This design comes from an exercise in tuning for small area, a short achievable clock period and few clock cycles per item on the open sky130 flow, not from production work. In this exercise RTL edits were held to simulation tests only and were not proved equivalent to the original. Power is estimated from default activity; no workload was simulated.

Setup of build 56:
## fp_mult_pipe
module fp_mult_pipe #(
    parameter int EXP_W = 8,
    parameter int MAN_W = 23
) (
    input  logic                   clk,
    input  logic                   rst_n,
    input  logic                   in_valid,
    output logic                   in_ready,
    input  logic [EXP_W+MAN_W:0]   a,
    input  logic [EXP_W+MAN_W:0]   b,
    output logic                   out_valid,
    input  logic                   out_ready,
    output logic [EXP_W+MAN_W:0]   product,
    output logic [4:0]             flags
);
    logic [7:0]  ea, eb;
    logic [23:0] ma, mb;
    logic        a_zero, b_zero, a_inf, b_inf, a_nan, b_nan;
    logic        k_nan, k_inv, k_inf, k_zero;
    logic [9:0]  exp_sum;
    assign ea = a[30:23];
    assign eb = b[30:23];
    assign ma = {1'b1, a[22:0]};
    assign mb = {1'b1, b[22:0]};
    assign a_zero = (ea == 8'h00);
    assign b_zero = (eb == 8'h00);
    assign a_inf  = (ea == 8'hFF) && (a[22:0] == 23'd0);
    assign b_inf  = (eb == 8'hFF) && (b[22:0] == 23'd0);
    assign a_nan  = (ea == 8'hFF) && (a[22:0] != 23'd0);
    assign b_nan  = (eb == 8'hFF) && (b[22:0] != 23'd0);
    assign k_nan  = a_nan | b_nan | (a_inf & b_zero) | (b_inf & a_zero);
    assign k_inv  = ~(a_nan | b_nan) & ((a_inf & b_zero) | (b_inf & a_zero));
    assign k_inf  = ~k_nan & (a_inf | b_inf);
    assign k_zero = ~k_nan & ~(a_inf | b_inf) & (a_zero | b_zero);
    assign exp_sum = {2'b00, ea} + {2'b00, eb} - 10'd127;
    logic [21:0] oa, ob;
    logic        nz21;
    always_comb begin
        oa[0] = ma[0];
        ob[0] = mb[0];
        for (int i = 1; i < 22; i++) begin
            oa[i] = oa[i-1] | ma[i];
            ob[i] = ob[i-1] | mb[i];
        end
        nz21 = 1'b0;
        for (int i = 0; i < 22; i++) nz21 = nz21 | (oa[i] & ob[21-i]);
    end
    logic [24:0] yb;
    logic [11:0] one, two, neg;
  ...
For scale: roughly 85 flip-flops, about 0.019 mm2 of cells after synthesis.
clock: 12.0 ns
lec_check: 0
abc_area: 1
cap_margin: 20
core_margin: 2
core_utilization: 40
setup_slack_margin: 5
slew_margin: 20
tns_end_percent: 0
standard.sh (not shown) runs the stock make flow with config.mk's settings and CLKGATE_MAP_FILE= SYNTH_SCRIPT=/design/flow/synth_recipe.tcl, a recipe that flattens the netlist after the stock synthesis.
==> flow/flow/run.sh <==
#!/bin/bash
# Standard ORFS layout through standard.sh, with three changes to how it is made:
#  - Yosys's quick ABC pass inside "synth" is skipped (SYNTH_ARGS=-noabc), so the
#    full-adder extraction sees the RTL's adder expressions directly; the final
#    ABC mapping, register mapping and naming are unchanged.
#  - ports are buffered with buf_2 cells instead of the delay cells buffer_ports
#    picks on its own (still one buffer on every input and output port);
#  - timing repair aims past the standard flow's slack target (SETUP_SLACK_MARGIN), which
#    shortens the achieved period. The SDC and clock period are the standard flow's.
# Each tool's full output goes to standard_flow.log and ORFS's own logs/.
set -euo pipefail
cd "$(dirname "$0")/.."
MARGIN=$(cat flow/margin.txt 2>/dev/null || echo 6.5)
bash standard.sh SYNTH_ARGS=-noabc SETUP_SLACK_MARGIN=$MARGIN "BUFFER_PORTS_ARGS=-buffer_cell sky130_fd_sc_hd__buf_2" finish > standard_flow.log 2>&1
==> flow/flow/margin.txt <==
6.25
Testbench counts of build 56, summed over its fixed seeds: cycles 8,008, items 8,000.
What build 98 does differently from build 56 at the input level:
Settings: changing CORE_UTILIZATION from 40 to 55.
==> flow/flow/margin.txt <==
6.0
Notes after the runs:
On clock skew, build 56 tracks build 98 almost exactly.
A top metal layer carrying routed signals of met5 is what build 56 shows, while met4 belongs to build 98.
Against build 56 as the reference, build 98 delivers a higher final critical delay including setup and external delays.
Launching element of the worst setup path = b[7]: build 56; launching element of the worst setup path = b[3]: build 98
Total power of build 98 is lower than that of build 56.
[build 98] sequential power rose 2.7% relative to build 56
Sequential share of layout area was higher in the run labelled build 98.
On post-route clock period utilization: between build 56 and build 98, it ends up higher for build 98.
Higher slew at the pin closest to its max-slew limit was reported by build 56, not build 98.
[inputs] build 91 vs build 98
Settings: changing CORE_UTILIZATION from 55 to 40.
==> flow/flow/margin.txt <==
5.75
Notes after the runs:
Measured against each other, build 98 and build 91 differ in wire length reported by the detailed router, the higher figure coming from build 98.
On worst hold slack, build 91 does better than build 98.
In build 91, the clock power came out 21% above the value in build 98.
Diff build 98 -> build 91 | area of combinational cells with multiple inputs | decrease of about 3%
Build 91 gives more shortest clock period the worst path allows after layout than build 98 did.
Going from build 98 to build 91, the summed area of non-filler cells in the final layout was found to have gone down by about 4%.
Run comparison: build 91 capture point of the critical path cut_r[41]; build 98 capture point of the critical path cut_r[25]
--- input diff build 91..build 12 ---
Settings: CORE_UTILIZATION changed from 40 to 48.
==> flow/flow/margin.txt <==
6.0
==> summary.txt <==
In the reports for build 12 and build 91, the larger via count of the first global-routing pass belongs to build 12.
Build 12 vs build 91 on worst setup slack after layout: build 12 is the higher one.
Finished layout cell area went up by a few percent going from build 91 to build 12.
Comparing build 12 against build 91, there is no change at all in final setup violation count.
Layout buffering overhead excluding clock cells: build 12 and build 91 compared, lower one is build 91
Build 91 has a lower routing usage on met3 than build 12.
Of build 12 and build 91, the run reporting the lower number of iterations in the first detailed-routing pass was build 91.
Here is what was changed in the inputs of build 81 compared with build 12.
Settings: CORE_UTILIZATION now 40, was 48.
Findings:
- Summary — worst stage delay on the critical path, build 81 relative to build 12: higher, by 0.03 ns.
- Reported for build 12 and build 81, xor-xnor portion of the synthesized cell area turned out identical to the last digit.
- On setup slack, build 81 tracks build 12 almost exactly.
- Proportion of layout cells with a drive suffix above 1: build 81 vs build 12 up 0.99 points
- The clock period minus final worst setup slack was comparable across build 12 and build 81.
- Re routed wire length: build 81 is about 0.8% up on build 12.
- On portion of the clock cycle consumed by the worst path in the final layout, build 12 and build 81 are basically level.
- Measured against each other, build 12 and build 81 differ in post-cts gate resize count, the higher figure coming from build 81.
- Build 12 -> build 81: die footprint increased by more than 10%
- Build 12 has lower total design power than build 81.


Another version of the RTL of fp_mult_pipe (not shown whole).
Size in the first run: roughly 2200 cells after synthesis, roughly 84 flip-flops, roughly 110 I/O pins, roughly 18000 µm² of cells after synthesis.
clock: 12.0 ns
lec_check: 0
abc_area: 1
cap_margin: 20
core_margin: 2
core_utilization: 55
setup_slack_margin: 5
slew_margin: 20
tns_end_percent: 0
==> flow/flow/margin.txt <==
6.0
Scripts as last shown in full above: flow/flow/run.sh
The baseline produced a clean layout.
Testbench counts at the start, summed over its fixed seeds: cycles 8,008, items 8,000.
Next try:
Settings changed: CORE_UTILIZATION 55 to 48, CTS_BUF_LIST set to sky130_fd_sc_hd__clkbuf_4 sky130_fd_sc_hd__clkbuf_8.
Effect: Routed wire length went down by 2.1%. Power drops by 2.1%. Die area climbs by 14%. Clock power went down by 29%. Area after synthesis is unchanged. Final cell count came out higher by 2.2%. Core utilization fell by 7.5 points. Sequential share of layout area stays flat. Non-clock buffer count shrinks by 7. Synthesized cell count stays the same. Worst setup slack is better by 0.026 ns.
Next try:
Settings changed: CORE_UTILIZATION 48 to 40, CTS_BUF_LIST sky130_fd_sc_hd__clkbuf_4 sky130_fd_sc_hd__clkbuf_8 to unset.
Result:
- The changed run finished with timing, DRC and antenna clean
- worst setup slack got worse by 0.063 ns
- global-route usage went down by 5.3 points
- combinational power stays flat
- sequential share of layout area is lower by 0.28 points
Next try:
--- a/flow/flow/run.sh
+++ b/flow/flow/run.sh
@@ -5,3 +5,3 @@
 #    ABC mapping, register mapping and naming are unchanged.
-#  - ports are buffered with buf_2 cells instead of the delay cells buffer_ports
+#  - ports are buffered with buf_1 cells instead of the delay cells buffer_ports
 #    picks on its own (still one buffer on every input and output port);
@@ -13,2 +13,2 @@
 MARGIN=$(cat flow/margin.txt 2>/dev/null || echo 6.5)
-bash standard.sh SYNTH_ARGS=-noabc SETUP_SLACK_MARGIN=$MARGIN "BUFFER_PORTS_ARGS=-buffer_cell sky130_fd_sc_hd__buf_2" finish > standard_flow.log 2>&1
+bash standard.sh SYNTH_ARGS=-noabc SETUP_SLACK_MARGIN=$MARGIN "BUFFER_PORTS_ARGS=-buffer_cell sky130_fd_sc_hd__buf_1" finish > standard_flow.log 2>&1
Settings changed: CORE_UTILIZATION 40 to 48.
=> Synthesized cell count stays the same. Non-clock buffer count rises by 14. Register-to-register slack got worse by 0.06 ns. Routed wire length grows by 1.9%. Die area falls by 16%.


Q:
Another version of the RTL of fp_mult_pipe (not shown whole).
Size in the first run: ~2200 cells after synthesis, ~93 flip-flops, ~19000 µm² of cells after synthesis.
Settings: LEC_CHECK=0, ABC_AREA=1, CAP_MARGIN=20, CORE_MARGIN=2, CORE_UTILIZATION=40, SETUP_SLACK_MARGIN=5, SLEW_MARGIN=20, TNS_END_PERCENT=0; clock period 12.0 ns.
==> flow/flow/run.sh <==
#!/bin/bash
# Standard ORFS layout through standard.sh, with two changes to how it is made:
#  - Yosys's quick ABC pass inside "synth" is skipped (SYNTH_ARGS=-noabc), so the
#    full-adder extraction sees the RTL's adder expressions directly; the final
#    ABC mapping, register mapping and naming are unchanged.
#  - timing repair aims past the standard flow's slack target (SETUP_SLACK_MARGIN), which
#    shortens the achieved period. The SDC and clock period are the standard flow's.
# Each tool's full output goes to standard_flow.log and ORFS's own logs/.
set -euo pipefail
cd "$(dirname "$0")/.."
MARGIN=$(cat flow/margin.txt 2>/dev/null || echo 6.5)
bash standard.sh SYNTH_ARGS=-noabc SETUP_SLACK_MARGIN=$MARGIN finish > standard_flow.log 2>&1
Scripts as last shown in full above: flow/flow/margin.txt
Q has completed all stages; timing, DRC and antenna checks passed.
Testbench counts of Q, summed over its fixed seeds: cycles 8,008, items 8,000.
## Diff of input files: P against Q
==> flow/flow/margin.txt <==
5.5
Notes after the runs:
On portion of total power attributed to the clock network: between Q and P, it ends up higher for P.
Between Q and P, the difference in clock buffer and inverter area fraction after layout is negligible.
Sequential power: Q vs P — no meaningful difference
Going from Q to P, the final non-filler cell total was found to have gone down by 116.
Compared with Q, global-route wire length before repair in P decreased by a little under 10%.


fp_mult_pipe with an RTL version that a note above also has.
Size: ~18,000 um^2 of cells after synthesis.
Settings: LEC_CHECK=0, ABC_AREA=1, CAP_MARGIN=20, CORE_MARGIN=2, CORE_UTILIZATION=48, CTS_BUF_LIST=sky130_fd_sc_hd__clkbuf_4 sky130_fd_sc_hd__clkbuf_8, SETUP_SLACK_MARGIN=5, SLEW_MARGIN=20; clock period 12.0 ns.
==> flow/flow/run.sh <==
#!/bin/bash
# Standard ORFS layout through standard.sh, with three changes to how it is made:
#  - Yosys's quick ABC pass inside "synth" is skipped (SYNTH_ARGS=-noabc), so the
#    full-adder extraction sees the RTL's adder expressions directly; the final
#    ABC mapping, register mapping and naming are unchanged.
#  - ports are buffered with buf_2 cells instead of the delay cells buffer_ports
#    picks on its own (still one buffer on every input and output port);
#  - timing repair aims past the standard flow's slack target (SETUP_SLACK_MARGIN), which
#    shortens the achieved period. The SDC and clock period are the standard flow's.
# Each tool's full output goes to standard_flow.log and ORFS's own logs/.
set -euo pipefail
cd "$(dirname "$0")/.."
MARGIN=$(cat flow/margin.txt 2>/dev/null || echo 6.5)
bash standard.sh SYNTH_ARGS=-noabc SETUP_SLACK_MARGIN=$MARGIN "BUFFER_PORTS_ARGS=-buffer_cell sky130_fd_sc_hd__buf_2" finish > standard_flow.log 2>&1
==> flow/flow/margin.txt <==
6.0
The first run produced a clean layout.
Testbench counts at the start, summed over its fixed seeds: cycles 8,008, items 8,000.
Change:
Settings changed: CTS_BUF_LIST sky130_fd_sc_hd__clkbuf_4 sky130_fd_sc_hd__clkbuf_8 to sky130_fd_sc_hd__clkbuf_8, CTS_CLUSTER_SIZE from default to 30, TNS_END_PERCENT from default to 0.
After rerunning:
- The new run completed with no timing, DRC or antenna violations
- register-to-register slack degrades by 0.02 ns
- final cell count barely changes
- maximum frequency fell by 0.32%
- cell area fell by 0.32%
- hold slack improved by 0.063 ns
- routed wire length goes down by 1.0%
- non-clock buffer count grows by 1
- clock-buffer cell count does not change
- synthesized area stays the same
- clock power climbs by about 9%
Change:
==> flow/flow/margin.txt (replaced) <==
6.25
Settings changed: CTS_BUF_LIST sky130_fd_sc_hd__clkbuf_8 to default, CTS_CLUSTER_SIZE 30 to default.
- The changed run completed without violations
- final area rose by 12%
- power rose by 7.9%
- synthesized area does not change
Change:
==> flow/flow/margin.txt (replaced) <==
6.0
Flip-flop and latch count is unchanged.
Via count is lower by 7.3%.
Setup slack is worse by 0.17 ns.
Design area is lower by 9.5%.


RTL: one of the versions met above, not the one the previous note started from.
For scale: roughly 93 flip-flops, about 110 I/O pins, about 19000 um^2 of cells after synthesis.
clock: 12.0 ns
lec_check: 0
abc_area: 1
cap_margin: 20
core_margin: 2
core_utilization: 55
setup_slack_margin: 5
slew_margin: 20
tns_end_percent: 0
==> flow/flow/margin.txt <==
5.75
Scripts as last shown in full above: flow/flow/run.sh
Testbench counts at the start, summed over its fixed seeds: cycles 8,008, items 8,000.
Change:
==> flow/flow/margin.txt (replaced) <==
5.5
CORE_UTILIZATION = 40   (was 55)
Result: Sequential power shrinks by about 0.5%; cell count increases by 5.4%; sequential cell count is unchanged; via count drops by 1.2%; die area is higher by 37%; first-iteration DRC count came out higher by 8.0%.
Change:
==> flow/flow/margin.txt (replaced) <==
6.0
CORE_UTILIZATION = 55   (was 40)
Final area came out higher by a few percent.
First-iteration DRC count came out lower slightly.
Via count came out higher by a few percent.
Utilization came out higher by 20 points.
Wire length came out higher by a few percent.
Global-route usage came out higher by 11 points.
Power came out higher by roughly a tenth.
Change:
CORE_UTILIZATION = 40   (was 55)
Area after synthesis stays the same.
Setup slack is about the same.
Core utilization fell by 17 points.
Sequential share of layout area fell by 0.24 points.

-- static timing again, ports no longer ideal --
No port has a modelled driver above. Below, the same layouts with a new extraction and two added sets of constraints.
Step 1 assumes that a clkbuf_16 drives the clock port and a buf_2 every other input.
Step 2 adds t to the input delays and takes it off the output delays; t is the mean of the earliest and latest rising clock arrival at the registers after step 1. Input paths then give back, and output paths get back, about the clock's delay inside the block.
Three values: no drivers, after step 1, after step 2; two values: the first two.
| run | shift t [ns] | setup WS [ns] | worst register clock-pin slew, ns |
|---|---|---|---|
| build 56 | 0.432 | 6.113 / 6.152 / 5.720 | 0.08 / 0.08 |
| build 98 | 0.425 | 5.957 / 5.995 / 5.570 | 0.07 / 0.07 |
| build 91 | 0.418 | 5.761 / 5.791 / 5.372 | 0.08 / 0.08 |
| build 12 | 0.421 | 5.987 / 6.010 / 5.589 | 0.08 / 0.08 |
| build 81 | 0.419 | 5.986 / 6.017 / 5.597 | 0.08 / 0.08 |
| the first run of note 2 | 0.426 | 5.986 / 6.006 / 5.596 | 0.08 / 0.08 |
| the second run of note 2 | 0.449 | 6.012 / 6.028 / 5.579 | 0.10 / 0.10 |
| the third run of note 2 | 0.415 | 5.949 / 5.981 / 5.566 | 0.07 / 0.07 |
| the fourth run of note 2 | 0.414 | 5.986 / 6.002 / 5.587 | 0.08 / 0.08 |
| Q | 0.425 | 5.905 / 5.943 / 5.518 | 0.08 / 0.08 |
| P | 0.420 | 5.318 / 5.347 / 4.926 | 0.08 / 0.08 |
| the first run of note 4 | 0.459 | 6.031 / 6.035 / 5.576 | 0.10 / 0.10 |
| the second run of note 4 | 0.449 | 6.012 / 6.028 / 5.579 | 0.10 / 0.10 |
| the third run of note 4 | 0.422 | 6.184 / 6.133 / 5.711 | 0.08 / 0.08 |
| the fourth run of note 4 | 0.427 | 6.010 / 6.040 / 5.613 | 0.07 / 0.07 |
| the first run of note 5 | 0.424 | 5.738 / 5.755 / 5.331 | 0.08 / 0.08 |
| the second run of note 5 | 0.416 | 5.524 / 5.537 / 5.121 | 0.08 / 0.08 |
| the third run of note 5 | 0.422 | 5.968 / 5.912 / 5.575 | 0.08 / 0.08 |
| the fourth run of note 5 | 0.416 | 5.967 / 5.986 / 5.569 | 0.08 / 0.08 |
After both steps setup and hold are still met in every run listed. For the third run of note 4, which loses most, drivers alone change the setup slack by -0.051 ns; drivers and shift together by -0.473 ns.
